Context: an optimization exercise on an open-source flow, tuned for small area. The choices shown serve that exercise and are no tape-out recipe.
Function was checked by simulation only, so behaviour that the tests miss may differ from the original.
No activity file was given, so power comes from the tool's default toggle rates.

$ cat design.v
module id_stage (
    input  logic        clk,
    input  logic        rst_n,
    input  logic [63:0] instructionFetchReg,
    input  logic        wbWriteEn,
    input  logic [4:0]  wbWriteReg,
    input  logic [31:0] wbWriteData,
    input  logic        exMemRegWrite,
    input  logic [4:0]  exMemWriteReg,
    output logic        branchResult,
    output logic [31:0] branchAddrs,
    output logic        regStall,
    output logic        muxStall,
    output logic [7:0]  idExCtrl,
    output logic [31:0] idExPc4,
    output logic [31:0] idExRsData,
    output logic [31:0] idExRtData,
    output logic [31:0] idExImm,
    output logic [4:0]  idExRt,
    output logic [4:0]  idExRd
);
    localparam logic [5:0] OP_R    = 6'b000000;
    localparam logic [5:0] OP_LW   = 6'b100011;
    localparam logic [5:0] OP_SW   = 6'b101011;
    localparam logic [5:0] OP_BEQ  = 6'b000100;
    localparam logic [5:0] OP_ADDI = 6'b001000;
    localparam logic [5:0] OP_J    = 6'b000010;
    localparam logic [5:0] OP_BNE  = 6'b000101;
    logic [31:0] regs [1:31];
    logic [31:1] valid, wsel, rs_sel, rt_sel;
    logic [31:0] instr, pc4, imm, rs_data, rt_data;
    logic [5:0]  opcode;
    logic [4:0]  rs, rt, rd, ex_dest;
    logic [7:0]  ctrl;
    logic        flush, is_beq, is_bne, is_j, uses_rs, uses_rt;
    logic        ex_load, load_use, branch_hazard, stall, is_branch;
    logic        rs_byp, rt_byp;
    assign instr  = instructionFetchReg[63:32];
    assign pc4    = instructionFetchReg[31:0];
    assign opcode = instr[31:26];
    assign rs     = instr[25:21];
    assign rt     = instr[20:16];
    assign rd     = instr[15:11];
    assign imm    = {{16{instr[15]}}, instr[15:0]};
    assign flush  = (instructionFetchReg == 64'd0);
    always_comb begin
        ctrl    = 8'd0;
        is_beq  = 1'b0;
        is_bne  = 1'b0;
        is_j    = 1'b0;
        uses_rs = 1'b0;
        uses_rt = 1'b0;
        if (!flush) begin
            case (opcode)
                OP_R:    begin ctrl = 8'b10000010; uses_rs = 1'b1; uses_rt = 1'b1; end
                OP_LW:   begin ctrl = 8'b01110000; uses_rs = 1'b1; end
                OP_SW:   begin ctrl = 8'b01000100; uses_rs = 1'b1; uses_rt = 1'b1; end
                OP_BEQ:  begin ctrl = 8'b00000001; is_beq = 1'b1; uses_rs = 1'b1; uses_rt = 1'b1; end
                OP_ADDI: begin ctrl = 8'b01010000; uses_rs = 1'b1; end
                OP_J:    begin is_j = 1'b1; end
                OP_BNE:  begin ctrl = 8'b00000001; is_bne = 1'b1; uses_rs = 1'b1; uses_rt = 1'b1; end
                default: ;
            endcase
        end
    end
    assign rs_byp = wbWriteEn && (wbWriteReg == rs) && (rs != 5'd0);
    assign rt_byp = wbWriteEn && (wbWriteReg == rt) && (rt != 5'd0);
    always_comb begin
        for (int i = 1; i < 32; i++) begin
            wsel[i]   = wbWriteEn && (wbWriteReg == 5'(i));
            rs_sel[i] = valid[i] && !rs_byp && (rs == 5'(i));
            rt_sel[i] = valid[i] && !rt_byp && (rt == 5'(i));
        end
    end
    always_comb begin
        rs_data = wbWriteData & {32{rs_byp}};
        rt_data = wbWriteData & {32{rt_byp}};
        for (int i = 1; i < 32; i++) begin
            rs_data = rs_data | (regs[i] & {32{rs_sel[i]}});
            rt_data = rt_data | (regs[i] & {32{rt_sel[i]}});
        end
    end
    assign ex_load  = idExCtrl[3] | idExCtrl[5];
    assign ex_dest  = idExCtrl[7] ? idExRd : idExRt;
    assign is_branch = is_beq | is_bne;
    assign load_use = ex_load && (idExRt != 5'd0) &&
                      ((uses_rs && idExRt == rs) || (uses_rt && idExRt == rt));
    assign branch_hazard = is_branch && (
        ((rs != 5'd0) && ((idExCtrl[4] && ex_dest == rs) ||
                          (exMemRegWrite && exMemWriteReg == rs))) ||
        ((rt != 5'd0) && ((idExCtrl[4] && ex_dest == rt) ||
                          (exMemRegWrite && exMemWriteReg == rt))));
    assign stall    = load_use | branch_hazard;
    assign regStall = stall;
    assign muxStall = stall;
    assign branchResult = !stall && ((is_beq && rs_data == rt_data) ||
                                     (is_bne && rs_data != rt_data) || is_j);
    assign branchAddrs  = is_branch ? pc4 + {imm[29:0], 2'b00} :
                          is_j      ? {pc4[31:28], instr[25:0], 2'b00} : 32'd0;
    always_ff @(posedge clk or negedge rst_n) begin
        if (!rst_n) valid <= '0;
        else        valid <= valid | wsel;
    end
    always_ff @(posedge clk) begin
        for (int i = 1; i < 32; i++)
            regs[i] <= (regs[i] & {32{!wsel[i]}}) | (wbWriteData & {32{wsel[i]}});
    end
    always_ff @(posedge clk or negedge rst_n) begin
        if (!rst_n) begin
            idExCtrl   <= 8'd0;
            idExPc4    <= 32'd0;
            idExRsData <= 32'd0;
            idExRtData <= 32'd0;
            idExImm    <= 32'd0;
            idExRt     <= 5'd0;
            idExRd     <= 5'd0;
        end else begin
            idExCtrl   <= stall ? 8'd0 : ctrl;
            idExPc4    <= pc4;
            idExRsData <= rs_data;
            idExRtData <= rt_data;
            idExImm    <= imm;
            idExRt     <= rt;
            idExRd     <= rd;
        end
    end
endmodule
$ cat run.sh
#!/bin/bash
# synth_recipe.tcl (not shown) runs the flow's synth.tcl, then flattens the netlist and writes it again
# the make line also repeats each setting of config.mk as NAME=value (left out here)
make -C /OpenROAD-flow-scripts/flow DESIGN_CONFIG=/design/flow/config.mk WORK_HOME=/design/flow/orfs CLKGATE_MAP_FILE= SYNTH_SCRIPT=/design/flow/synth_recipe.tcl finish
$ cat config.mk
export PLATFORM = sky130hd
export DESIGN_NAME = id_stage
export DESIGN_NICKNAME = id_stage
export VERILOG_FILES = /design/flow/design.v
export SDC_FILE = /design/flow/constraint.sdc
export NUM_CORES = 4
export LEC_CHECK = 0
export CAP_MARGIN = 30
export CORE_MARGIN = 2
export CORE_UTILIZATION = 30
export SETUP_SLACK_MARGIN = 0.2
export SLEW_MARGIN = 20
$ cat constraint.sdc
create_clock -name core_clock -period 9.0 [get_ports {clk}]
set_input_delay 1.8000 -clock core_clock [delete_from_list [all_inputs] [get_ports {clk}]]
set_output_delay 1.8000 -clock core_clock [all_outputs]
set_load 0.01 [all_outputs]
==> impl_results.md, run 1 <==
- Run status: finished clean
- Finished Cell Area: about 0.066 mm^2
- Average size of a mapped cell: around 14 um^2
- Clock transition at path regs: roughly 0.060 ns
- Commonest non-fill, non-tap cell in the layout: edfxtp_1
- Core box area: about 0.17 mm^2
- Dpl cell area: slightly above 0.06 mm^2
- CP max FO: 23
- Crit end category: primary output
- Vias: roughly 47000
- Die Width: about 420 um
- Clk_skew: ~0.045 ns
- Final period util: 95.85%
- CTS buffer count: 130
- CP Cell Sequence: clkdlybuf4s50_1 > buf_12 > and3b_1 > and3_1 > o21ai_2 > buf_4 > o2111ai_1 > a2111oi_1 > nand4_1 > xor2_1 > nor4_2 > nand4_1 > nor4_4 > buf_4 > or2_1 > nand3_1 > dlymetal6s2s_1
- RSZ-0062 raised after global routing: false
- DR iter-0 viols: 11200
- CP arrival: 6.83 ns
- Final setup fails: 0
- Clock Sinks: 1146
- Ys Warns: 2
- Stages on the worst setup path: 17
- Power Density: 199.3 mW/mm^2
- Worst Hold Depth: 1
- Register area share after synthesis: between 60% and 70%
- Hold Buf Count CTS: 0
- Syn-to-layout area delta: 30.40%
- Fmax: 0.1159 GHz
- Final worst slack: 0.3735 ns
- Critical path class: input port to primary output
- DRT Pass-1 Iters: 13
- Slowest Stage Delay on Critical Path: a little over 0.6 ns
- Fin util: between 30% and 40%
- Reg2Reg Depth: 9
- Layout cells sized above 1: 20.77%
- Yosys cell types: 86
- Die height: between 400 and 500 um
- RePlAce Congestion: 1.049
- Setup TNS: 0 ns
- Mapped Cells: between 3000 and 4000
- Port bufs: between 200 and 300
- Critical Path RT: around 7 ns
- First-pass GRT wire length: between 400 and 500 mm
- Hold_ws: about 0.5 ns
- Via/cell ratio: between 6 and 7
- Initial Utilization: roughly 30%
- Relative slew slack: around a quarter
- Die Area: ~0.17 mm^2
- Dpl hpwl: between 200 and 250 mm
- Synthesized flop and latch total: about 1100
- VDD IR max: around 0.20 mV
- Largest net degree at the start of global routing: between 60 and 70
- Slew @ Worst Pin: between 1 and 1.5 ns
- Final Hold Viols: 0
- Number of synthesized flops with an enable pin: about 990
- Routed Antenna Nets: 0
- Max_cap viols: 0
- Worst path bufs/invs: 5
- Tmin final: around 8.6 ns
- Leak: ~23 nW
- Async SR Flop Fraction: between 10% and 20%
- Initial antenna violation count: 25
- # IOs: roughly 290
- DRC viols: 0
- Final wirelength: roughly 320 mm
- CTS tree: built
- Critical path startpoint category: input port
- Tot GR Track Use: approximately a third
- Clock Path Buffers: 3
- Commonest non-fill, non-tap cells in the layout: 992 x edfxtp_1, 434 x buf_4, 385 x a22oi_1, 272 x clkdlybuf4s50_1, 192 x nand2_1
- Row count: roughly 150
- GRT overflow: 0
- CTS H-tree depth: 4
- # nets final: 4491
- WL per Instance: between 40 and 50 um
- Netlist Area Pre-Place: slightly above 0.05 mm^2
- Worst-Skew Late Latency: a little over 0.8 ns
- Top delay family on crit path: simple AND/OR/NAND/NOR gates
- Pins over their slew limit: 0
- Dominant synthesized flop cell: edfxtp_1
- DP Worst Slack: -0.7267 ns
- CP max stage cell: a2111oi_1
- Min-Delay Path Class: flop to flop
- Clock root buffer master: clkbuf_16
- Number of global-route vias before repair: about 43000
[through the flow]
step	cells	total power, mW
after floorplan	3666	6.636
after detailed placement	6406	7.650
final	6687	13.22
after global placement	6395	7.654
after CTS	6662	13.14
after global routing	6678	13.45
[cell usage after synthesis, types with 21 or more instances]
cell / n / area, um^2
edfxtp_1: 992 / 29790
a22oi_1: 387 / 2905
nand2_1: 192 / 720.7
a22o_1: 185 / 1620
clkbuf_1: 178 / 668.1
dfrtp_1: 154 / 3854
a221oi_1: 148 / 1296
nand4_1: 113 / 706.9
nand3_1: 93 / 465.5
nor2_1: 84 / 315.3
a222oi_1: 82 / 820.8
and3_1: 71 / 444.2
o21ai_0: 70 / 350.3
a21oi_1: 53 / 265.3
o211ai_1: 52 / 390.4
xnor2_1: 49 / 429.2
buf_2: 45 / 225.2
xor2_1: 44 / 385.4
inv_1: 42 / 157.7
nor4_1: 36 / 225.2
and4_1: 34 / 297.8
or2_2: 32 / 200.2
a32o_1: 31 / 310.3
buf_4: 30 / 225.2
buf_1: 29 / 108.9
ha_1: 29 / 362.9
a21boi_1: 28 / 210.2
or3_1: 28 / 175.2
o2111ai_1: 27 / 236.5
nor2b_1: 24 / 150.1
nor3_1: 23 / 115.1
and2_1: 21 / 131.4
[worst paths after layout]
check                                   startpoint              to  slack [ns]
hold reg to reg                          valid[25]       valid[25]        0.50
max in group asynchronous                    rst_n     idExCtrl[6]        6.10
hold / removal                           valid[25]       valid[25]        0.50
setup / recovery           instructionFetchReg[48]    branchResult        0.37
setup reg to reg                         valid[14]  idExRtData[28]        5.85
min in group asynchronous                    rst_n  idExRtData[22]        1.01
[cells by family after synthesis]
logic type / count (synthesis) / synth area share, %
AO/OA/AOI/OAI: 1227 / 19.41
flip-flops: 1146 / 66.14
AND/OR/NAND/NOR: 831 / 9.057
buffers and inverters: 326 / 2.767
XOR/XNOR: 95 / 1.665
adder cells (fa/ha/maj): 30 / 0.7527
multiplexers: 10 / 0.2017
other: 1 / 0.007372
[cell type report]
class / count / area (um^2)
diodes: 10 / 25.02
clock buffers: 170 / 3535
clock inverters: 70 / 865.8
fillers: 15830 / 102600
inverters: 42 / 157.7
multi-input cells: 2194 / 16870
flip-flops and latches: 1146 / 33640
well taps: 2218 / 2775
repair buffers: 837 / 8457
[worst reg2reg max path: stages (launching register included)]
cell	delay, ns
dfrtp_1	0.73
and3_1	0.38
nand2_1	0.19
a21oi_4	0.58
buf_12	0.30
buf_4	0.28
a221oi_1	0.11
nand4_1	0.12
or3_1	0.26
buf_4	0.15
[where the power goes]
| group | internal [mW] | switching, mW |
|---|---|---|
| Clock | 3.11 | 2.42 |
| Combinational | 0.623 | 0.971 |
| Sequential | 5.93 | 0.163 |
| Total | 9.66 | 3.56 |
[repair_timing]
item / CTS / global route
pin swaps: 9 / 10
cloned: 3 / 1
gates resized for setup: 51 / 24
buffers inserted: 13 / 11
setup endpoints to repair: 1 / 1
[per-layer routing]
metal | vias to the layer above | part of all wire (%) | track usage [%]
li1 | 16710 | - | -
met1 | 23200 | 35 | 43.45
met2 | 5291 | 41 | 50.29
met3 | 1511 | 15 | 12.72
met4 | 18 | 9.3 | 26.25
met5 | - | 0.045 | 0
==> inputs of run 2 (changes only) <==
--- a/design.v
+++ b/design.v
@@ -1,3 +1,50 @@
+module id_ao22 (
+    input  logic [31:0] a,
+    input  logic        sa,
+    input  logic [31:0] b,
+    input  logic        sb,
+    output logic [31:0] q
+);
+    assign q = (a & {32{sa}}) | (b & {32{sb}});
+endmodule
+module id_aoi222 (
+    input  logic [31:0] a,
+    input  logic        sa,
+    input  logic [31:0] b,
+    input  logic        sb,
+    input  logic [31:0] c,
+    input  logic        sc,
+    output logic [31:0] qn
+);
+    assign qn = ~((a & {32{sa}}) | (b & {32{sb}}) | (c & {32{sc}}));
+endmodule
+module id_nand2 (
+    input  logic [31:0] a,
+    input  logic        sa,
+    output logic [31:0] qn
+);
+    assign qn = ~(a & {32{sa}});
+endmodule
+module id_rdor (
+    input  logic [10:0][31:0] gn,
+    output logic [31:0]       q
+);
+    assign q = ~(gn[0] & gn[1] & gn[2] & gn[3]) | ~(gn[4] & gn[5] & gn[6] & gn[7]) |
+               ~(gn[8] & gn[9] & gn[10]);
+endmodule
+module id_rdport (
+    input  logic [31:1][31:0] regs,
+    input  logic [31:1]       sel,
+    output logic [31:0]       q
+);
+    logic [10:0][31:0] gn;
+    for (genvar k = 0; k < 10; k++) begin : g_grp
+        id_aoi222 u_aoi (.a(regs[3*k+1]), .sa(sel[3*k+1]), .b(regs[3*k+2]), .sb(sel[3*k+2]),
+                         .c(regs[3*k+3]), .sc(sel[3*k+3]), .qn(gn[k]));
+    end
+    id_nand2 u_last (.a(regs[31]), .sa(sel[31]), .qn(gn[10]));
+    id_rdor u_or (.gn(gn), .q(q));
+endmodule
 module id_stage (
     input  logic        clk,
     input  logic        rst_n,
@@ -26,15 +73,14 @@
     localparam logic [5:0] OP_ADDI = 6'b001000;
     localparam logic [5:0] OP_J    = 6'b000010;
     localparam logic [5:0] OP_BNE  = 6'b000101;
-    logic [31:0] regs [1:31];
-    logic [31:1] valid, wsel, rs_sel, rt_sel;
+    logic [31:1][31:0] regs, regs_d;
+    logic [31:1] valid, wsel, keep, rs_sel, rt_sel;
     logic [31:0] instr, pc4, imm, rs_data, rt_data;
     logic [5:0]  opcode;
     logic [4:0]  rs, rt, rd, ex_dest;
     logic [7:0]  ctrl;
     logic        flush, is_beq, is_bne, is_j, uses_rs, uses_rt;
     logic        ex_load, load_use, branch_hazard, stall, is_branch;
-    logic        rs_byp, rt_byp;
     assign instr  = instructionFetchReg[63:32];
     assign pc4    = instructionFetchReg[31:0];
     assign opcode = instr[31:26];
@@ -63,22 +109,18 @@
             endcase
         end
     end
-    assign rs_byp = wbWriteEn && (wbWriteReg == rs) && (rs != 5'd0);
-    assign rt_byp = wbWriteEn && (wbWriteReg == rt) && (rt != 5'd0);
     always_comb begin
         for (int i = 1; i < 32; i++) begin
             wsel[i]   = wbWriteEn && (wbWriteReg == 5'(i));
-            rs_sel[i] = valid[i] && !rs_byp && (rs == 5'(i));
-            rt_sel[i] = valid[i] && !rt_byp && (rt == 5'(i));
+            keep[i]   = valid[i] && !wsel[i];
+            rs_sel[i] = (rs == 5'(i));
+            rt_sel[i] = (rt == 5'(i));
         end
     end
-    always_comb begin
-        rs_data = wbWriteData & {32{rs_byp}};
-        rt_data = wbWriteData & {32{rt_byp}};
-        for (int i = 1; i < 32; i++) begin
-            rs_data = rs_data | (regs[i] & {32{rs_sel[i]}});
-            rt_data = rt_data | (regs[i] & {32{rt_sel[i]}});
-        end
+    id_rdport u_rs (.regs(regs_d), .sel(rs_sel), .q(rs_data));
+    id_rdport u_rt (.regs(regs_d), .sel(rt_sel), .q(rt_data));
+    for (genvar i = 1; i < 32; i++) begin : g_hold
+        id_ao22 u_hold (.a(regs[i]), .sa(keep[i]), .b(wbWriteData), .sb(wsel[i]), .q(regs_d[i]));
     end
     assign ex_load  = idExCtrl[3] | idExCtrl[5];
     assign ex_dest  = idExCtrl[7] ? idExRd : idExRt;
@@ -101,10 +143,7 @@
         if (!rst_n) valid <= '0;
         else        valid <= valid | wsel;
     end
-    always_ff @(posedge clk) begin
-        for (int i = 1; i < 32; i++)
-            regs[i] <= (regs[i] & {32{!wsel[i]}}) | (wbWriteData & {32{wsel[i]}});
-    end
+    always_ff @(posedge clk) regs <= regs_d;
     always_ff @(posedge clk or negedge rst_n) begin
         if (!rst_n) begin
             idExCtrl   <= 8'd0;
==> flow/run.sh (new file) <==
#!/bin/bash
# The standard layout with three changes: the port buffers are made from the smallest
# buffer cell instead of the one buffer_ports picks by default; the buffers that ABC put
# into the synthesised netlist are removed at floorplan; and before repair_design each
# high-fanout net gets one buf_4 (flow/prebuf.tcl). Make's full output goes to
# flow_make.log here; ORFS keeps each step's own log under orfs/logs/.
set -euo pipefail
bash standard.sh "BUFFER_PORTS_ARGS=-buffer_cell sky130_fd_sc_hd__buf_1" REMOVE_ABC_BUFFERS=1 \
  "PRE_RESIZE_TCL=$PWD/flow/prebuf.tcl" finish > flow_make.log 2>&1
==> flow/prebuf.tcl (new file) <==
# Sourced by ORFS's resize step (PRE_RESIZE_TCL) just before repair_design: give each
# high-fanout signal net (the register file's one-hot selects, write enables and write
# data) one buf_4 at its driver, so that repair_design does not fix their slew with much
# larger buffers and upsized drivers.
set n 0
foreach net [get_nets *] {
  set drv [get_pins -of_objects $net -filter "direction==output"]
  if {[llength $drv] != 1} continue
  set loads [get_pins -of_objects $net -filter "direction==input"]
  if {[llength $loads] < 20} continue
  set dcell [get_property [get_cells -of_objects $drv] ref_name]
  if {[string match "*clkbuf*" $dcell] || [string match "*df*" $dcell]} continue
  insert_buffer -buffer_cell sky130_fd_sc_hd__buf_4 -net [get_property $net name]
  incr n
}
puts "prebuf.tcl: buffered $n high-fanout nets"
estimate_parasitics -placement
==> standard.sh (new file) <==
#!/bin/bash
# synth_recipe.tcl (not shown) runs the flow's synth.tcl, then flattens the netlist and writes it again
# the make line also repeats each setting of config.mk as NAME=value (left out here)
make -C /OpenROAD-flow-scripts/flow DESIGN_CONFIG=/design/flow/config.mk WORK_HOME=/design/flow/orfs CLKGATE_MAP_FILE= SYNTH_SCRIPT=/design/flow/synth_recipe.tcl "${@:-finish}"
==> config.mk (replaced) <==
export PLATFORM = sky130hd
export DESIGN_NAME = id_stage
export DESIGN_NICKNAME = id_stage
export VERILOG_FILES = /design/flow/design.v
export SDC_FILE = /design/flow/constraint.sdc
export NUM_CORES = 4
export LEC_CHECK = 0
export CAP_MARGIN = 0
export CORE_MARGIN = 2
export CORE_UTILIZATION = 50
export CTS_BUF_LIST = sky130_fd_sc_hd__clkbuf_16
export CTS_CLUSTER_DIAMETER = 80
export CTS_CLUSTER_SIZE = 25
export GPL_TIMING_DRIVEN = 0
export SETUP_SLACK_MARGIN = 0.1
export SLEW_MARGIN = 0
export SYNTH_HIERARCHICAL = 1
removed: run.sh
==> run 2 against run 1 <==
Effect of this change: total power shrank 27%; sequential power decreased by 14%; design area fell by 24%; largest power group unchanged; register-to-register slack improved by 0.28 ns; critical path depth increased by 1; non-clock buffer count shrank 387; final cell count shrank 17%; synthesized cell count grew 13%; clock-buffer cell count fell by 111; still clean; first-iteration DRC count decreased by 27%.
==> impl_results.md, run 2 <==
- Run status: finished clean
- Final period util: a little over nine tenths
- Hold Crit Start: valid[27]
- Syn-to-layout area delta: 3.406%
- Storage element area: approximately 0.024 mm^2
- Relative slew slack: about 33%
- CTS H-tree depth: 2
- Largest net degree at the start of global routing: between 90 and 100
- R2R Path Start: valid[4]
- Critical path class: input port to primary output
- GR Layer Usage met2: between 50% and 60%
- Commonest non-fill, non-tap cell in the layout: dfxtp_1
- GRT overflow: 0
- Clock root buffer master: clkbuf_16
- Via/cell ratio: ~7.6
- Pins over their slew limit: 0
- First-pass GRT wire length: about 280 mm
- # placed instances: roughly 5400
- Clock Path Buffers: 3
- Async SR Flop Fraction: between 10% and 20%
- Met3 Usage GRT: 10.04%
- CTS buffer count: 56
- # IOs: approximately 290
- Clk_skew: ~0.035 ns
- DRC viols: 0
- Die Area: approximately 0.1 mm^2
- Netlist Area Pre-Place: 0.04853 mm^2
- Die height: 315.6 um
- Fillers: around 8700
- Tot GR Track Use: about two fifths
- CP max FO: 34
- Max reg flops: 992
- RePlAce Congestion: approximately 0.9
- Hold Buf Count CTS: 0
- Clock Sinks: between 1000 and 1500
- Power Density: 191.7 mW/mm^2
- Core box area: slightly below 0.1 mm^2
- Total Power: 9.622 mW
- VDD IR max: 0.1646 mV
- Non-Filler Instances: 5529
- Reg with most FFs: regs
- CP Launch Point: wbWriteReg[3]
- # nets final: ~4400
- GRT Max-Usage Layer: met2
- Max_cap viols: 0
- Final wirelength: around 200 mm
- Hold_ws: between 0.4 and 0.5 ns
- Dpl cell area: between 0.04 and 0.05 mm^2
- Worst-Skew Late Latency: 0.73 ns
- Layout cells sized above 1: 8.004%
- Fin util: about 52%
- Most common cell in the netlist: dfxtp_1
- Die Width: between 300 and 400 um
- DR iter-0 viols: roughly 8200
- CTS tree: built
- Number of synthesized flops with an enable pin: 0
- Yosys cell types: 53
- CP arrival: slightly below 7 ns
- Vias: 42000
- Dominant synthesized flop cell: dfxtp_1
- Min-Delay Path Class: flop to flop
- Fmax: roughly 0.11 GHz
- Final Hold Viols: 0
- Initial Utilization: 50.33%
- Number of global-route vias before repair: 40200
- Critical path startpoint category: input port
- Row count: about 110
- Clock transition at path regs: roughly 0.08 ns
- Initial antenna violation count: 14
- Area taken by multi-input logic gates: slightly above 0.02 mm^2
- Crit end category: primary output
- Area contributors post-synth: dfxtp_1 41%, a22o_1 17%, a222oi_1 13%, dfrtp_1 7.9%, buf_6 7.2%
- Dpl hpwl: 111.1 mm
- Final setup fails: 0
- DRT Pass-1 Iters: 13
- Met1 Use GR: around half
- Critical Path RT: slightly above 7 ns
- RSZ-0062 raised after global routing: false
- Slew @ Worst Pin: between 1 and 1.5 ns
- Tmin final: 8.741 ns
- Synth top area share: between 40% and 50%
- Port bufs: between 200 and 300
- Routed Antenna Nets: 0
- Synth cell count leaders: 992 x dfxtp_1, 933 x a22o_1, 640 x a222oi_1, 312 x buf_6, 154 x dfrtp_1
- Commonest non-fill, non-tap cells in the layout: 992 x dfxtp_1, 933 x a22o_1, 640 x a222oi_1, 288 x buf_1, 154 x dfrtp_1
- Ys Warns: 7
- Synthesized flop and latch total: between 1000 and 1500
- Mapped Cells: between 4000 and 5000
- Finished Cell Area: 0.05019 mm^2
- Leak: ~19 nW
- WL per Instance: roughly 36 um
- Register area share after synthesis: between 40% and 50%
- Average size of a mapped cell: 11.75 um^2
- Area leader, netlist: dfxtp_1
run 2: changes by cell type after synthesis, moves of 310 or more:
cell / before / now
a222oi_1: 82 / 640
a22o_1: 185 / 933
a22oi_1: 387 / 0
buf_6: 2 / 312
dfxtp_1: 0 / 992
edfxtp_1: 992 / 0
run 2: per-module statistics from Yosys (local to each module, per instance), excerpt:
module,cells,copies in the design
id_ao22,38,31
id_aoi222,41,20
id_nand2,35,2
id_rdor,128,2
id_stage,1807,1
run 2: metrics by stage:
step	worst slack [ns]	TNS, ns
2_1_floorplan	1.139	0
3_3_place_gp	-4.962	-450.29
3_5_place_dp	0.04084	0
4_1_cts	0.1176	0
5_1_grt	0.05992	0
6_report	0.2590	0
run 2: path summary, 6_finish.rpt:
path	endpoint	cells after the start	slack (ns)
max in group asynchronous	idExRtData[30]	3	6.90
worst min-delay path	valid[27]	1	0.46
worst max-delay path	branchResult	18	0.26
worst min register to register	valid[27]	1	0.46
min in group asynchronous	idExRtData[17]	2	1.14
worst max register to register	idExRsData[17]	6	6.13
run 2: what timing repair did:
| item | 4_1_cts | 5_1_grt |
|---|---|---|
| setup buffers | 0 | 1 |
| resized for setup | 2 | 30 |
| setup endpoints to repair | 1 | 1 |
| pin swaps | 0 | 6 |
run 2: logic make-up after synthesis:
family | after synthesis | synth area share [%]
compound gates | 1756 | 32.86
xor+xnor | 87 | 1.570
fa+ha+maj | 30 | 0.7889
buf+inv | 447 | 8.657
flops | 1146 | 48.86
mux | 5 | 0.1031
other cells | 1 | 0.007727
simple gates | 659 | 7.157
run 2: report_power, final:
group / internal [mW] / leakage [nW] / switching [mW]
registers: 5.21 / 9.95 / 0.0455
clock network: 1.24 / 0.914 / 1.81
logic: 0.300 / 7.87 / 1.01
run 2: area by class of cell:
class	instances	share of cell area (%)
diodes	5	0.02493
multi-input cells	2538	41.23
repair buffers	450	4.747
clock buffers	59	2.942
inverters	18	0.1346
flip-flops and latches	1146	47.25
well taps	1276	3.181
clock inverters	37	0.4886
run 2: critical path: stages:
cell	delay [ns]
buf_1	0.25
or2_2	0.40
nor2_1	0.16
buf_6	0.41
nor2b_1	0.09
buf_4	0.33
a22o_1	0.30
a222oi_1	0.33
nand4_1	0.47
or3_1	0.60
xnor2_1	0.30
nand4_1	0.30
nor4_4	0.42
nand2_2	0.20
xnor2_1	0.18
a21oi_1	0.08
nor2_1	0.11
buf_1	0.18
run 2: per-layer routing:
metal	up-vias	share of wire [%]
met5	-	0.032
met4	6	7.8
met3	666	13
met2	3296	42
met1	20500	37
li1	17530	-
==> inputs of run 3 (changes only) <==
--- a/config.mk
+++ b/config.mk
@@ -9,8 +9,8 @@
 export CORE_MARGIN = 2
 export CORE_UTILIZATION = 50
 export CTS_BUF_LIST = sky130_fd_sc_hd__clkbuf_16
-export CTS_CLUSTER_DIAMETER = 80
-export CTS_CLUSTER_SIZE = 25
+export CTS_CLUSTER_DIAMETER = 60
+export CTS_CLUSTER_SIZE = 20
 export GPL_TIMING_DRIVEN = 0
 export SETUP_SLACK_MARGIN = 0.1
 export SLEW_MARGIN = 0
==> run 3 against run 2 <==
Effect of this change: still clean on timing, DRC and antenna; wire length up 0.96%; global-route usage up 0.34 points; clock-buffer cell count up 41; hold slack worse by 0.0046 ns; via count up 1.2%; combinational power about the same; non-clock buffer count unchanged; first-iteration DRC count up 0.76%; total power up 15%; critical path type unchanged; highest routed layer unchanged.
==> impl_results.md, run 3 <==
- Yosys cell types: between 50 and 60
- Average size of a mapped cell: 11.75 um^2
- Reg2Reg Depth: 6
- Area contributors post-synth: dfxtp_1 41%, a22o_1 17%, a222oi_1 13%, dfrtp_1 7.9%, buf_6 7.2%
- Slowest Stage Delay on Critical Path: 0.53 ns
- Critical R2R Capture: idExRsData[13]
- Stages on the worst setup path: 18
- Fin util: between 50% and 60%
- Met3 wire length: about 27 mm
- Vias: roughly 43000
- Largest net degree at the start of global routing: 94
- Final wirelength: about 200 mm
- # placed instances: roughly 5400
- Number of global-route vias before repair: roughly 41000
- Max reg flops: ~1000
- Max layer used: met5
- DRC viols: 0
- Run status: finished clean
- Mapped Cells: a little over 4000
- Async SR Flop Fraction: 13.44%
- Synthesized flop and latch total: between 1000 and 1500
- CP arrival: roughly 7 ns
- Syn-to-layout area delta: 6.767%
- Port bufs: 289
- Min-Delay Path Class: flop to flop
- Most common cell in the netlist: dfxtp_1
- Leak: between 15 and 20 nW
- Die Area: between 0.09 and 0.1 mm^2
- Max_cap viols: 0
- RePlAce Congestion: 0.8983
- Synth cell count leaders: 992 x dfxtp_1, 933 x a22o_1, 640 x a222oi_1, 312 x buf_6, 154 x dfrtp_1
- Commonest non-fill, non-tap cells in the layout: 992 x dfxtp_1, 933 x a22o_1, 640 x a222oi_1, 288 x buf_1, 154 x dfrtp_1
- Slew @ Worst Pin: 1.004 ns
- Final period util: a little over nine tenths
- Die height: roughly 320 um
- Routed met1 length: ~74 mm
- Fillers: 8608
- Reg with most FFs: regs
- # IOs: 291
- Dominant synthesized flop cell: dfxtp_1
- R2R Setup Slk: between 6 and 7 ns
- Core box area: 0.09642 mm^2
- Hold Crit Start: valid[27]
- Power Density: around 210 mW/mm^2
- Critical path class: input port to primary output
- Synth top area share: a little over 40%
- Hold endpoint: valid[27]
- Netlist Area Pre-Place: a little under 0.05 mm^2
- Routed Antenna Nets: 0
- Worst path bufs/invs: 4
- WL per Instance: around 36 um
- Via/cell ratio: approximately 7.6
- Dpl hpwl: roughly 110 mm
- Register area share after synthesis: 48.86%
- Critical Path RT: just over 7 ns
- Area leader, netlist: dfxtp_1
- Tot GR Track Use: between 30 and 40%
- Worst-Skew Late Latency: ~0.72 ns
- First-pass GRT wire length: around 280 mm
- Crit end category: primary output
- Top delay family on crit path: simple AND/OR/NAND/NOR gates
- CTS H-tree depth: 3
- Row count: 114
- Non-Filler Instances: about 5600
- RSZ-0062 raised after global routing: false
- Fmax: 0.1139 GHz
- Relative slew slack: 33.05%
- Initial Utilization: 50.33%
- Ys Warns: 7
- CP max FO: 34
- Clock transition at path regs: ~0.06 ns
- Final Hold Viols: 0
- Clock root buffer master: clkbuf_16
- DRT Pass-1 Iters: 14
- Detail Route met2 WL: approximately 85 mm
- # nets final: 4390
- Clock Sinks: approximately 1100
- Number of synthesized flops with an enable pin: 0
- Die Width: about 320 um
- Commonest non-fill, non-tap cell in the layout: dfxtp_1
- CTS buffer count: 96
- Layout cells sized above 1: 10.04%
- Tmin final: just under 9 ns
- Critical path startpoint category: input port
- DR iter-0 viols: a little over 8000
- R2R Path Start: valid[16]
- Final setup fails: 0
- Clk_skew: slightly below 0.04 ns
- Worst Hold Depth: 1
- VDD IR max: 0.1736 mV
- CP Cell Sequence: buf_1 > nand2_1 > nor2_1 > buf_4 > nor2b_1 > buf_4 > a22o_1 > a222oi_1 > nand4_1 > or3_1 > xnor2_1 > nand4_1 > nor4_4 > nand2_2 > xnor2_1 > a21oi_1 > nor2_1 > buf_1
- CP max stage cell: buf_4
- GRT overflow: 0
- CTS tree: built
- Initial antenna violation count: 9
- Pins over their slew limit: 0
- Hold Buf Count CTS: 0
- Clock Path Buffers: 3
-- run 3: cell types whose count changed in the layout (fill, tap and decap cells not counted), sizes merged --
| cell | delta |
|---|---|
| diode | +1 |
| inv | +15 |
| bufinv | +3 |
| clkbuf | +43 |
| clkinv | +14 |
| clkinvlp | +10 |
| buf | -2 |
-- run 3: how the worst max path moves through the flow --
stage | from | to | slack, ns
finish | wbWriteReg[3] | branchResult | 0.22
global route | wbWriteReg[4] | branchResult | 0.05
CTS | wbWriteReg[2] | branchResult | 0.12
detailed placement | wbWriteReg[2] | branchResult | 0.04
global placement | wbWriteReg[2] | branchResult | -4.96
floorplan | wbWriteReg[2] | branchResult | 1.14
-- run 3: kinds of logic (layout without fill, tap and decap cells) --
family,Yosys count,in the layout,share of synthesized area [%]
xor+xnor,87,87,1.570
compound gates,1756,1756,32.86
flops,1146,1146,48.86
other cells,1,7,0.007727
buf+inv,447,647,8.657
mux,5,5,0.1031
simple gates,659,659,7.157
fa+ha+maj,30,30,0.7889
-- run 3: through the flow --
step	cell area (um^2)	total power, mW	worst slack, ns	TNS, ns	hold WS [ns]
2_1_floorplan	44400	5.935	1.139	0	0.4252
3_3_place_gp	47080	6.552	-4.962	-450.29	0.4399
3_5_place_dp	48310	6.616	0.04084	0	0.4442
4_1_cts	51660	11.04	0.1186	0	0.4620
5_1_grt	51810	11.35	0.05478	0	0.4683
6_report	51820	11.09	0.2183	0	0.4602
-- run 3: per-layer routing --
metal | GRT usage (%) | vias up
met5 | 0.2841 | -
met4 | 27.32 | 8
met3 | 10.32 | 689
met2 | 57.39 | 3500
met1 | 49.46 | 20650
li1 | - | 17660
-- run 3: worst register-to-register path: stages (launching register included) --
cell and delay [ns]:
dfrtp_1 0.38, and2_1 0.13, buf_4 0.32, a22o_1 0.33, a222oi_1 0.43, nand4_1 0.52, or3_1 0.63
-- run 3: cell type report --
cell class / count / area, um^2 / share of cell area (%)
sequential: 1146 / 23710 / 45.76
multi-input combinational: 2538 / 20690 / 39.93
clock buffer: 100 / 2502 / 4.829
timing repair buffer: 450 / 2390 / 4.612
tap: 1276 / 1597 / 3.081
clock inverter: 79 / 840.8 / 1.623
inverter: 18 / 67.56 / 0.1304
antenna: 6 / 15.01 / 0.02898
-- run 3: modules after synthesis, one instance, submodules excluded, excerpt --
module / cells / times used
id_ao22: 38 / 31
id_aoi222: 41 / 20
id_nand2: 35 / 2
id_rdor: 128 / 2
id_stage: 1807 / 1
-- run 3: power breakdown --
part	switching (mW)	total [mW]	internal [mW]
Clock	2.26	4.51	2.25
Combinational	1.01	1.31	0.300
Sequential	0.0456	5.26	5.21
Total	3.32	11.1	7.76
-- run 3: timing repair --
item	4_1_cts	5_1_grt
setup endpoints to repair	1	1
pin swaps	0	5
endpoints found under the hold margin	0	0
resized for setup	2	32
cloned	0	1
setup buffers	0	0
==> inputs of run 4 (changes only) <==
==> config.mk (replaced) <==
export PLATFORM = sky130hd
export DESIGN_NAME = id_stage
export DESIGN_NICKNAME = id_stage
export VERILOG_FILES = /design/flow/design.v
export SDC_FILE = /design/flow/constraint.sdc
export NUM_CORES = 4
export LEC_CHECK = 0
export CAP_MARGIN = 15
export CORE_MARGIN = 2
export CORE_UTILIZATION = 50
export CTS_BUF_LIST = sky130_fd_sc_hd__clkbuf_16
export CTS_CLUSTER_DIAMETER = 80
export CTS_CLUSTER_SIZE = 25
export GPL_TIMING_DRIVEN = 0
export SETUP_SLACK_MARGIN = 0.1
export SLEW_MARGIN = 15
export SYNTH_HIERARCHICAL = 1
==> run 4 against run 3 <==
Effect of this change: combinational power is essentially flat; worst setup slack gained 0.076 ns; largest cell class unchanged; sequential share of layout area grew 1.5 points; highest routed layer unchanged; register-to-register slack gained 0.03 ns; die area is the same.
==> impl_results.md, run 4 <==
- Run status: finished clean
- Clock Sinks: 1146
- Mapped Cells: roughly 4100
- GRT overflow: 0
- Die Area: about 0.1 mm^2
- Register area share after synthesis: between 40% and 50%
- Synth cell count leaders: 992 x dfxtp_1, 933 x a22o_1, 640 x a222oi_1, 312 x buf_6, 154 x dfrtp_1
- Post-CTS setup repair buffer count: 0
- Via/cell ratio: 7.610
- Netlist Area Pre-Place: 0.04853 mm^2
- DRC viols: 0
- Synth top area share: just over 40%
- Power Density: between 150 and 200 mW/mm^2
- Area leader, netlist: dfxtp_1
- Core box area: 0.09642 mm^2
- Worst-Skew Late Latency: 0.71 ns
- Crit end category: primary output
- CP arrival: approximately 6.9 ns
- Die height: ~320 um
- Port bufs: 289
- Area contributors post-synth: dfxtp_1 41%, a22o_1 17%, a222oi_1 13%, dfrtp_1 7.9%, buf_6 7.2%
- Tot GR Track Use: 38.36%
- Max reg flops: around 990
- Relative slew slack: between 30% and 40%
- Final worst slack: between 0.2 and 0.3 ns
- Layout cells sized above 1: around 8%
- Dpl hpwl: approximately 110 mm
- Slowest Stage Delay on Critical Path: about 0.57 ns
- Yosys cell types: 53
- Syn-to-layout area delta: 3.382%
- Synthesized flop and latch total: about 1100
- Pins over their slew limit: 0
- R2R Path Start: valid[4]
- Fillers: slightly below 9000
- # IOs: just under 300
- Reg with most FFs: regs
- Clock root buffer master: clkbuf_16
- Most common cell in the netlist: dfxtp_1
- Initial antenna violation count: 9
- CP max FO: 34
- WL per Instance: 36.17 um
- R2R Setup Slk: 6.13 ns
- Dominant synthesized flop cell: dfxtp_1
- DP Worst Slack: 0.02777 ns
- Number of global-route vias before repair: slightly above 40000
- Critical Path RT: approximately 7.2 ns
- Hold Buf Count CTS: 0
- Reg2Reg Depth: 6
- Tmin final: 8.706 ns
- Average size of a mapped cell: roughly 12 um^2
- Critical R2R Capture: idExRsData[17]
- CP Launch Point: wbWriteReg[4]
- Routed Antenna Nets: 0
- Ys Warns: 7
- Clock transition at path regs: around 0.090 ns
- Commonest non-fill, non-tap cells in the layout: 992 x dfxtp_1, 933 x a22o_1, 640 x a222oi_1, 287 x buf_1, 154 x dfrtp_1
- CP Cell Sequence: buf_1 > nor2b_1 > nand3_1 > nor2_1 > clkbuf_8 > nor2b_1 > buf_4 > a22o_1 > a222oi_1 > nand4_1 > or3_1 > xnor2_1 > nand4_1 > nor4_4 > nand2_2 > xnor2_1 > a21oi_1 > nor2_1 > buf_1
- Initial Utilization: between 50% and 60%
- Async SR Flop Fraction: 13.44%
- CTS buffer count: 56
- CP max stage cell: or3_1
- CTS H-tree depth: 2
- Critical path class: input port to primary output
- Max_cap viols: 0
- Final wirelength: ~200 mm
- Clk_skew: roughly 0.034 ns
- DRT Pass-1 Iters: 14
- Setup crit end: branchResult
- Critical path startpoint category: input port
- Final Hold Viols: 0
- Commonest non-fill, non-tap cell in the layout: dfxtp_1
- Row count: between 100 and 150
- RSZ-0062 raised after global routing: false
- Final period util: between 90% and 100%
- Slew @ Worst Pin: 1.003 ns
- Vias: 42060
- # nets final: 4349
- First-pass GRT wire length: about 280 mm
- Final setup fails: 0
- Fin util: a little over half
- RePlAce Congestion: roughly 0.9
- Fmax: around 0.11 GHz
- Min-Delay Path Class: flop to flop
- Number of synthesized flops with an enable pin: 0
- CTS tree: built
- Die Width: around 320 um
- VDD IR max: roughly 0.16 mV
- Total Power: a little under 10 mW
- DR iter-0 viols: 8708
- Largest net degree at the start of global routing: between 80 and 90
- Leak: approximately 19 nW
- Clock Path Buffers: 3
[run 4: cell counts after synthesis]
No cell type changed its count.
[run 4: how the worst min path moves through the flow]
stage / startpoint / to / slack [ns] / cells past startpoint
6_report: valid[31] / valid[31] / 0.47 / 1
5_1_grt: valid[3] / valid[3] / 0.48 / 1
3_5_place_dp: valid[2] / valid[2] / 0.44 / 1
2_1_floorplan: valid[10] / valid[10] / 0.43 / 1
4_1_cts: valid[27] / valid[27] / 0.47 / 1
3_3_place_gp: valid[31] / valid[31] / 0.44 / 1
[run 4: area by class of cell]
class                      count  area [um^2]  area share, %
clock inverter                38        302.8         0.6035
antenna                        4        10.01        0.01995
timing repair buffer         449         2366          4.715
inverter                      18        67.56         0.1347
clock buffer                  57         1426          2.843
tap                         1276         1597          3.182
sequential                  1146        23710          47.26
multi-input combinational   2538        20690          41.24
[run 4: cell families (layout without fill, tap and decap cells)]
kind of cell / after synthesis / count (layout) / synth area share, %
and+or+nand+nor: 659 / 659 / 7.157
DFF: 1146 / 1146 / 48.86
xor gates and xnor gates: 87 / 87 / 1.570
buffers and inverters: 447 / 562 / 8.657
muxes: 5 / 5 / 0.1031
AOI/OAI and AO/OA: 1756 / 1756 / 32.86
adders and majority gates: 30 / 30 / 0.7889
other: 1 / 5 / 0.007727
[run 4: metrics by stage]
step | TNS (ns) | cells | hold slack [ns] | area [um^2]
after global routing | 0 | 5524 | 0.4760 | 50170
after CTS | 0 | 5522 | 0.4665 | 50050
final | 0 | 5526 | 0.4671 | 50180
after global placement | -450.29 | 5267 | 0.4399 | 47080
after detailed placement | 0 | 5427 | 0.4442 | 48310
after floorplan | 0 | 3702 | 0.4252 | 44400
[run 4: power breakdown]
group	internal (mW)	switching (mW)
sequential	5.21	0.0457
clock	1.27	1.81
combinational	0.300	1.01
[run 4: metal layers]
| layer | part of all wire (%) | GRT usage [%] | vias up |
|---|---|---|---|
| li1 | - | - | 17520 |
| met1 | 37 | 49.17 | 20510 |
| met2 | 42 | 56.08 | 3345 |
| met3 | 13 | 9.583 | 670 |
| met4 | 8.1 | 28.22 | 6 |
| met5 | 0.017 | 0.2367 | - |
[run 4: timing repair]
action,4_1_cts,5_1_grt
pin swaps,0,6
gates resized for setup,3,25
endpoints found under the setup margin,1,1
[run 4: critical path, delay by kind of cell]
family	cells	cell delay [ns]
compound gates	3	0.63
xor+xnor	2	0.52
buf+inv	4	1.08
simple gates	10	2.82
[run 4: Yosys stat by module (local to each module, per instance), excerpt]
module     cells  times used
id_ao22       38          31
id_aoi222     41          20
id_nand2      35           2
id_rdor      128           2
id_stage    1807           1
==> inputs of run 5 (changes only) <==
==> flow/run.sh (replaced) <==
#!/bin/bash
# The standard layout with three changes: the port buffers are made from the smallest
# buffer cell instead of the one buffer_ports picks by default; the buffers that ABC put
# into the synthesised netlist are removed at floorplan; and before repair_design each
# high-fanout net gets one buf_2 (flow/prebuf.tcl). Make's full output goes to
# flow_make.log here; ORFS keeps each step's own log under orfs/logs/.
set -euo pipefail
bash standard.sh "BUFFER_PORTS_ARGS=-buffer_cell sky130_fd_sc_hd__buf_1" REMOVE_ABC_BUFFERS=1 \
  "PRE_RESIZE_TCL=$PWD/flow/prebuf.tcl" finish > flow_make.log 2>&1
==> flow/prebuf.tcl (replaced) <==
# Sourced by ORFS's resize step (PRE_RESIZE_TCL) just before repair_design: give each
# high-fanout signal net (the register file's one-hot selects, write enables and write
# data) one buf_2 at its driver, so that repair_design does not fix their slew with much
# larger buffers and upsized drivers.
set n 0
foreach net [get_nets *] {
  set drv [get_pins -of_objects $net -filter "direction==output"]
  if {[llength $drv] != 1} continue
  set loads [get_pins -of_objects $net -filter "direction==input"]
  if {[llength $loads] < 20} continue
  set dcell [get_property [get_cells -of_objects $drv] ref_name]
  if {[string match "*clkbuf*" $dcell] || [string match "*df*" $dcell]} continue
  insert_buffer -buffer_cell sky130_fd_sc_hd__buf_2 -net [get_property $net name]
  incr n
}
puts "prebuf.tcl: buffered $n high-fanout nets"
estimate_parasitics -placement
--- a/config.mk
+++ b/config.mk
@@ -5,7 +5,7 @@
 export SDC_FILE = /design/flow/constraint.sdc
 export NUM_CORES = 4
 export LEC_CHECK = 0
-export CAP_MARGIN = 15
+export CAP_MARGIN = 0
 export CORE_MARGIN = 2
 export CORE_UTILIZATION = 50
 export CTS_BUF_LIST = sky130_fd_sc_hd__clkbuf_16
@@ -13,5 +13,5 @@
 export CTS_CLUSTER_SIZE = 25
 export GPL_TIMING_DRIVEN = 0
 export SETUP_SLACK_MARGIN = 0.1
-export SLEW_MARGIN = 15
+export SLEW_MARGIN = 0
 export SYNTH_HIERARCHICAL = 1
==> run 5 against run 4 <==
Effect of this change: register-to-register slack worse by 0.28 ns; clock skew is 0.0030 ns higher; still clean on timing, DRC and antenna; worst setup slack got worse by 0.087 ns; design area fell by 0.72%; clock power shrank 2%; sequential cell count did not move; hold slack worse by 0.0036 ns; sequential share of layout area grew 0.34 points; critical endpoint unchanged; largest cell class unchanged; non-clock buffer count unchanged; combinational power about the same.
==> impl_results.md, run 5 <==
- Fillers: slightly below 9000
- Most common cell in the netlist: dfxtp_1
- Die Area: 0.09958 mm^2
- Dominant synthesized flop cell: dfxtp_1
- Hold Crit Start: valid[27]
- Register area share after synthesis: 48.86%
- Max reg flops: just under 1000
- Top delay family on crit path: simple AND/OR/NAND/NOR gates
- Vias: ~42000
- Critical Path RT: 7.20 ns
- Clock root buffer master: clkbuf_16
- Number of global-route vias before repair: 40460
- RePlAce Congestion: between 0.8 and 0.9
- Ys Warns: 7
- CTS buffer count: between 50 and 60
- Async SR Flop Fraction: 13.44%
- Synth top area share: between 40 and 50%
- Leak: ~19 nW
- # placed instances: between 5000 and 6000
- DRT Pass-1 Iters: 14
- Clock transition at path regs: approximately 0.08 ns
- Netlist Area Pre-Place: slightly below 0.05 mm^2
- # nets final: 4349
- Mapped Cells: ~4100
- Stages on the worst setup path: 19
- Final Hold Viols: 0
- Average size of a mapped cell: 11.75 um^2
- Initial Utilization: just over 50%
- Slowest Stage Delay on Critical Path: 0.58 ns
- Reg2Reg Depth: 6
- Worst Hold Depth: 1
- R2R Path Start: valid[4]
- Row count: ~110
- Core box area: 0.09642 mm^2
- Clock Path Buffers: 3
- Final setup fails: 0
- Hold_ws: about 0.46 ns
- R2R Setup Slk: between 5 and 6 ns
- CTS H-tree depth: 2
- # IOs: between 200 and 300
- Final period util: 97.70%
- Tot GR Track Use: 38.47%
- Pins over their slew limit: 0
- Relative slew slack: 16.17%
- Max_cap viols: 0
- Commonest non-fill, non-tap cell in the layout: dfxtp_1
- Crit end category: primary output
- Fmax: approximately 0.11 GHz
- Non-Filler Instances: approximately 5500
- DR iter-0 viols: roughly 8300
- VDD IR max: approximately 0.17 mV
- Setup crit end: branchResult
- Min-Delay Path Class: flop to flop
- Clk_skew: approximately 0.037 ns
- Synthesized flop and latch total: 1146
- Syn-to-layout area delta: 2.640%
- GRT overflow: 0
- RSZ-0062 raised after global routing: false
- Die height: roughly 320 um
- DP Worst Slack: -0.4670 ns
- Via/cell ratio: 7.632
- CP max FO: 34
- First-pass GRT wire length: about 280 mm
- CP Launch Point: wbWriteEn
- Area contributors post-synth: dfxtp_1 41%, a22o_1 17%, a222oi_1 13%, dfrtp_1 7.9%, buf_6 7.2%
- WL per Instance: approximately 36 um
- Largest net degree at the start of global routing: between 90 and 100
- Slew @ Worst Pin: about 1.3 ns
- Run status: finished clean
- Dpl hpwl: 111.2 mm
- Number of synthesized flops with an enable pin: 0
- CP max stage cell: or3_1
- Critical R2R Capture: idExRsData[17]
- Worst-Skew Late Latency: roughly 0.73 ns
- CTS tree: built
- Post-CTS setup repair buffer count: 0
- Final wirelength: between 200 and 250 mm
- Clock Sinks: approximately 1100
- Synth cell count leaders: 992 x dfxtp_1, 933 x a22o_1, 640 x a222oi_1, 312 x buf_6, 154 x dfrtp_1
- Reg with most FFs: regs
- CP Cell Sequence: buf_1 > nor2b_1 > nand3_2 > nor2_1 > buf_12 > nor2b_1 > buf_4 > a22o_1 > a222oi_1 > nand4_1 > or3_1 > xnor2_1 > nand4_1 > nor4_2 > nand2_2 > xnor2_1 > a21oi_1 > nor2_1 > buf_1
- Critical path class: input port to primary output
- Commonest non-fill, non-tap cells in the layout: 992 x dfxtp_1, 933 x a22o_1, 640 x a222oi_1, 287 x buf_1, 154 x dfrtp_1
- Critical path startpoint category: input port
- Final worst slack: between 0.2 and 0.25 ns
- Tmin final: 8.793 ns
- Worst path bufs/invs: 4
- DRC viols: 0
- Port bufs: ~290
- Power Density: around 190 mW/mm^2
- CP arrival: around 7 ns
- Setup TNS: 0 ns
- Initial antenna violation count: 13
- Layout cells sized above 1: 7.888%
- Area leader, netlist: dfxtp_1
- Die Width: approximately 320 um
- Yosys cell types: 53
- Routed Antenna Nets: 0
run 5: cell counts after synthesis:
Identical to the previous run, type by type.
run 5: report_power, final:
part	internal [mW]	switching, mW
combinational	0.278	1.01
clock	1.20	1.81
sequential	5.21	0.0464
total	6.69	2.86
run 5: worst register-to-register path, delay by kind of cell, from the launching register on:
family / cells / cell delay [ns]
DFF: 1 / 0.41
buffers and inverters: 1 / 0.48
and+or+nand+nor: 3 / 1.24
AOI/OAI and AO/OA: 2 / 0.84
run 5: layer usage:
metal  wire length [um]  GRT usage (%)
met5                 46              0
met4              16070          28.15
met3              26310          9.425
met2              84340          56.48
met1              73350          49.30
run 5: metrics by stage:
step	util, %	total power, mW	instance area, um^2
global placement	48.83	6.552	47080
floorplan	-	5.935	44400
finish	51.66	9.555	49820
global route	51.66	9.792	49810
CTS	51.51	9.504	49670
detailed placement	49.69	6.590	47910
run 5: final cells by class:
class / count / area, um^2 / area share, %
repair buffers: 449 / 2061 / 4.137
clock inverters: 38 / 232.7 / 0.4672
well taps: 1276 / 1597 / 3.205
multi-input cells: 2538 / 20680 / 41.52
flip-flops and latches: 1146 / 23710 / 47.60
diodes: 5 / 12.51 / 0.02512
clock buffers: 58 / 1451 / 2.914
inverters: 18 / 67.56 / 0.1356
run 5: logic make-up (layout without fill, tap and decap cells):
logic type / Yosys count / after routing / share of synthesized area (%)
fa+ha+maj: 30 / 30 / 0.7889
simple gates: 659 / 659 / 7.157
mux: 5 / 5 / 0.1031
compound gates: 1756 / 1756 / 32.86
xor+xnor: 87 / 87 / 1.570
flops: 1146 / 1146 / 48.86
buf+inv: 447 / 563 / 8.657
other cells: 1 / 6 / 0.007727
run 5: worst min path at each step:
stage / endpoint / slack, ns
after floorplan: valid[10] / 0.43
after global placement: valid[31] / 0.44
after detailed placement: valid[31] / 0.44
after CTS: valid[27] / 0.47
after global routing: valid[18] / 0.48
final: valid[27] / 0.46
run 5: what timing repair did:
item / CTS / global route
hold buffers: 0 / 0
gates cloned: 0 / 0
gates resized for setup: 25 / 39
endpoints found under the hold margin: 0 / 0
pin swaps: 0 / 7
endpoints found under the setup margin: 1 / 1
run 5: modules after synthesis (local to each module, per instance), a selection:
| module | cell area, um^2 | flip-flops and latches | cells inside | times used |
|---|---|---|---|---|
| id_nand2 | 153.9 | 0 | 35 | 2 |
| id_stage | 27790 | 1146 | 1807 | 1 |
| id_aoi222 | 402.9 | 0 | 41 | 20 |
| id_rdor | 760.7 | 0 | 128 | 2 |
| id_ao22 | 350.3 | 0 | 38 | 31 |
==> inputs of run 6 (changes only) <==
--- a/design.v
+++ b/design.v
@@ -1,3 +1,12 @@
+module id_ao22_1 (input logic a, sa, b, sb, output logic q);
+    assign q = (a & sa) | (b & sb);
+endmodule
+module id_aoi222_1 (input logic a, sa, b, sb, c, sc, output logic qn);
+    assign qn = ~((a & sa) | (b & sb) | (c & sc));
+endmodule
+module id_nand2_1 (input logic a, sa, output logic qn);
+    assign qn = ~(a & sa);
+endmodule
 module id_ao22 (
     input  logic [31:0] a,
     input  logic        sa,
@@ -5,7 +14,9 @@
     input  logic        sb,
     output logic [31:0] q
 );
-    assign q = (a & {32{sa}}) | (b & {32{sb}});
+    for (genvar j = 0; j < 32; j++) begin : g_bit
+        id_ao22_1 u (.a(a[j]), .sa(sa), .b(b[j]), .sb(sb), .q(q[j]));
+    end
 endmodule
 module id_aoi222 (
     input  logic [31:0] a,
@@ -16,14 +27,18 @@
     input  logic        sc,
     output logic [31:0] qn
 );
-    assign qn = ~((a & {32{sa}}) | (b & {32{sb}}) | (c & {32{sc}}));
+    for (genvar j = 0; j < 32; j++) begin : g_bit
+        id_aoi222_1 u (.a(a[j]), .sa(sa), .b(b[j]), .sb(sb), .c(c[j]), .sc(sc), .qn(qn[j]));
+    end
 endmodule
 module id_nand2 (
     input  logic [31:0] a,
     input  logic        sa,
     output logic [31:0] qn
 );
-    assign qn = ~(a & {32{sa}});
+    for (genvar j = 0; j < 32; j++) begin : g_bit
+        id_nand2_1 u (.a(a[j]), .sa(sa), .qn(qn[j]));
+    end
 endmodule
 module id_rdor (
     input  logic [10:0][31:0] gn,
==> run.sh (new file) <==
#!/bin/bash
# synth_recipe.tcl (not shown) runs the flow's synth.tcl, then flattens the netlist and writes it again
# the make line also repeats each setting of config.mk as NAME=value (left out here)
make -C /OpenROAD-flow-scripts/flow DESIGN_CONFIG=/design/flow/config.mk WORK_HOME=/design/flow/orfs CLKGATE_MAP_FILE= SYNTH_SCRIPT=/design/flow/synth_recipe.tcl finish
==> config.mk (replaced) <==
export PLATFORM = sky130hd
export DESIGN_NAME = id_stage
export DESIGN_NICKNAME = id_stage
export VERILOG_FILES = /design/flow/design.v
export SDC_FILE = /design/flow/constraint.sdc
export NUM_CORES = 4
export LEC_CHECK = 0
export CAP_MARGIN = 15
export CORE_MARGIN = 2
export CORE_UTILIZATION = 50
export CTS_BUF_LIST = sky130_fd_sc_hd__clkbuf_16
export CTS_CLUSTER_DIAMETER = 60
export CTS_CLUSTER_SIZE = 20
export GPL_TIMING_DRIVEN = 0
export SETUP_SLACK_MARGIN = 0.1
export SLEW_MARGIN = 15
export SYNTH_HIERARCHICAL = 1
removed: flow/run.sh
removed: flow/prebuf.tcl
removed: standard.sh
==> run 6 against run 5 <==
Effect of this change: synthesized cell count down 9.0%; hold slack better by 0.0068 ns; combinational power up 29%; clock skew down 0.0060 ns; largest cell class unchanged; largest power group unchanged.
==> impl_results.md, run 6 <==
- Hold Crit Start: valid[3]
- CTS buffer count: 93
- Core box area: 0.08837 mm^2
- Clk_skew: between 0.03 and 0.04 ns
- Area leader, netlist: dfxtp_1
- Register area share after synthesis: around 53%
- # placed instances: 5340
- Tmin final: 8.741 ns
- Run status: finished clean
- Synthesized flop and latch total: roughly 1100
- Tot GR Track Use: 45.86%
- # nets final: about 4400
- Commonest non-fill, non-tap cells in the layout: 995 x a22o_1, 992 x dfxtp_1, 640 x a222oi_1, 247 x clkdlybuf4s50_1, 154 x dfrtp_1
- Routed Antenna Nets: 0
- Pins over their slew limit: 0
- Initial Utilization: between 50% and 60%
- Power Density: between 200 and 250 mW/mm^2
- GRT overflow: 0
- Clock Sinks: about 1100
- Yosys cell types: between 50 and 60
- Die Width: 302.8 um
- Synth top area share: around 44%
- CTS tree: built
- WL per Instance: a little under 40 um
- Final period util: between 90% and 100%
- DRT Pass-1 Iters: 12
- Crit end category: primary output
- Largest net degree at the start of global routing: 83
- Clock Path Buffers: 3
- Netlist Area Pre-Place: 0.04464 mm^2
- CTS H-tree depth: 3
- Mapped Cells: between 3000 and 4000
- Final worst slack: 0.2588 ns
- Clock root buffer master: clkbuf_16
- Row count: about 110
- Commonest non-fill, non-tap cell in the layout: a22o_1
- DP Worst Slack: -1.244 ns
- Via/cell ratio: ~8
- Critical path class: input port to primary output
- Worst-Skew Late Latency: ~0.73 ns
- Hold_ws: about 0.47 ns
- Port bufs: between 200 and 300
- CP arrival: 6.94 ns
- Max reg flops: 992
- # IOs: 291
- CP Launch Point: wbWriteReg[4]
- First-pass GRT wire length: slightly above 300 mm
- Initial antenna violation count: 15
- Non-Filler Instances: around 5600
- Fmax: between 0.1 and 0.15 GHz
- Ys Warns: 7
- Hold Buf Count CTS: 0
- Critical Path RT: between 7 and 8 ns
- Area contributors post-synth: dfxtp_1 44%, a22o_1 20%, a222oi_1 14%, dfrtp_1 8.6%, nand4_1 2.0%
- Syn-to-layout area delta: 26.89%
- DRC viols: 0
- RePlAce Congestion: 0.9287
- Dominant synthesized flop cell: dfxtp_1
- Clock transition at path regs: roughly 0.080 ns
- Die height: roughly 300 um
- Critical path startpoint category: input port
- Final Hold Viols: 0
- Dpl cell area: between 0.05 and 0.06 mm^2
- Async SR Flop Fraction: 13.44%
- Final setup fails: 0
- Vias: between 40000 and 50000
- Number of synthesized flops with an enable pin: 0
- Min-Delay Path Class: flop to flop
- DR iter-0 viols: around 10000
- VDD IR max: between 0.15 and 0.2 mV
- CP max FO: 17
- Die Area: between 0.09 and 0.1 mm^2
- Finished Cell Area: between 0.05 and 0.06 mm^2
- Dpl hpwl: 136.5 mm
- Max_cap viols: 0
- Average size of a mapped cell: 11.88 um^2
- Relative slew slack: 39.50%
- Synth cell count leaders: 995 x a22o_1, 992 x dfxtp_1, 640 x a222oi_1, 154 x dfrtp_1, 146 x nand4_1
- R2R Path Start: valid[6]
- Layout cells sized above 1: between 10% and 20%
- Final wirelength: between 200 and 250 mm
- Leak: between 20 and 25 nW
- Number of global-route vias before repair: about 42000
- Reg with most FFs: regs
- Slew @ Worst Pin: about 0.91 ns
- Most common cell in the netlist: a22o_1
- RSZ-0062 raised after global routing: false
-- run 6: Yosys stat by module (local to each module, per instance), a selection --
module       flip-flops and latches  cells inside  times used
id_stage                       1146          1807           1
id_nand2_1                        0             1          64
id_ao22_1                         0             1         992
id_aoi222_1                       0             1         640
id_rdor                           0           128           2
-- run 6: kinds of logic (layout without fill, tap and decap cells) --
kind of cell | count (synthesis) | count (layout) | synth area share (%)
compound gates | 1756 | 1756 | 35.55
flops | 1146 | 1146 | 53.12
simple gates | 659 | 661 | 7.780
xor+xnor | 87 | 87 | 1.707
buf+inv | 75 | 702 | 0.8688
fa+ha+maj | 30 | 30 | 0.8576
mux | 5 | 5 | 0.1121
other cells | 1 | 9 | 0.008400
-- run 6: repair_timing --
item | 4_1_cts | 5_1_grt
buffers inserted | 17 | 21
setup endpoints to repair | 1 | 1
gates resized for setup | 58 | 52
cloned | 2 | 1
pin swaps | 49 | 52
-- run 6: critical path, stage by stage --
cell,delay [ns]
clkdlybuf4s18_2,0.29
nor2_1,0.30
and2_2,0.30
nand2_1,0.19
and2_4,0.22
buf_16,0.16
a22o_1,0.24
a222oi_1,0.61
nand4_1,0.51
or3_4,0.56
xnor2_4,0.27
nand4_1,0.32
nor4_4,0.38
nand2_4,0.19
xnor2_1,0.17
a21oi_1,0.08
nor2_1,0.14
dlymetal6s2s_1,0.19
-- run 6: layout make-up --
type / count / area [um^2]
Antenna cell: 8 / 20.02
Buffer: 55 / 327.8
Clock buffer: 95 / 2377
Clock inverter: 79 / 930.9
Fill cell: 6880 / 31730
Inverter: 18 / 70.07
Multi-Input combinational cell: 2540 / 21660
Sequential cell: 1146 / 23710
Tap cell: 1165 / 1458
Timing Repair Buffer: 455 / 6096
-- run 6: worst paths after layout --
kind | cells past startpoint | endpoint | slack, ns
worst min register to register | 1 | valid[3] | 0.47
worst min-delay path | 1 | valid[3] | 0.47
worst max register to register | 7 | idExRsData[0] | 5.97
min in group asynchronous | 1 | idExImm[4] | 1.08
worst max-delay path | 18 | branchResult | 0.26
max in group asynchronous | 2 | idExRtData[21] | 6.93
-- run 6: where the power goes --
| group | internal [mW] | total (mW) | switching, mW |
|---|---|---|---|
| clock | 2.23 | 4.50 | 2.27 |
| sequential | 5.21 | 5.26 | 0.0499 |
| combinational | 0.532 | 1.67 | 1.14 |
-- run 6: per-stage QoR --
step / util [%] / power [mW] / TNS (ns)
detailed placement: 59.51 / 6.918 / -1.244
floorplan: - / 5.944 / 0
global route: 64.09 / 11.64 / 0
finish: 64.10 / 11.44 / 0
CTS: 63.68 / 11.32 / 0
global placement: 55.39 / 6.664 / -661.59
-- run 6: per-layer routing --
metal / vias up / routed length [um] / GRT usage [%]
li1: 17820 / - / -
met1: 21510 / 77320 / 57.47
met2: 4158 / 89230 / 65.09
met3: 1030 / 33330 / 17.21
met4: 16 / 18150 / 31.93
met5: - / 113 / 0.2588

-- port drivers added, routing unchanged --
How much do the figures lean on ideal ports? The routed layouts below were timed once more, with nothing changed but the port constraints. Step 1: set_driving_cell puts a clkbuf_16 on clk and a buf_2 on each other input, an assumption about the parent block. Step 2 adds t to the input delays and takes it off the output delays; t is the mean of the earliest and latest rising clock arrival at the registers after step 1. Input paths then give back, and output paths get back, about the clock's delay inside the block. a / b / c = no drivers / after step 1 / after step 2; a / b = the first two.
run	t, ns	setup WS [ns]	clock arrival spread, ns
run 1	0.887	0.373 / 0.291 / 0.291	0.051 / 0.051
run 2	0.776	0.259 / 0.168 / 0.168	0.044 / 0.044
run 3	0.765	0.218 / 0.123 / 0.123	0.048 / 0.048
run 4	0.768	0.294 / 0.164 / 0.164	0.042 / 0.042
run 5	0.782	0.207 / 0.099 / 0.099	0.038 / 0.039
run 6	0.775	0.259 / 0.237 / 0.237	0.038 / 0.038
After both steps every run listed still meets setup and hold. For run 4, which loses most, drivers alone change the setup slack by -0.130 ns; drivers and shift together by -0.130 ns.
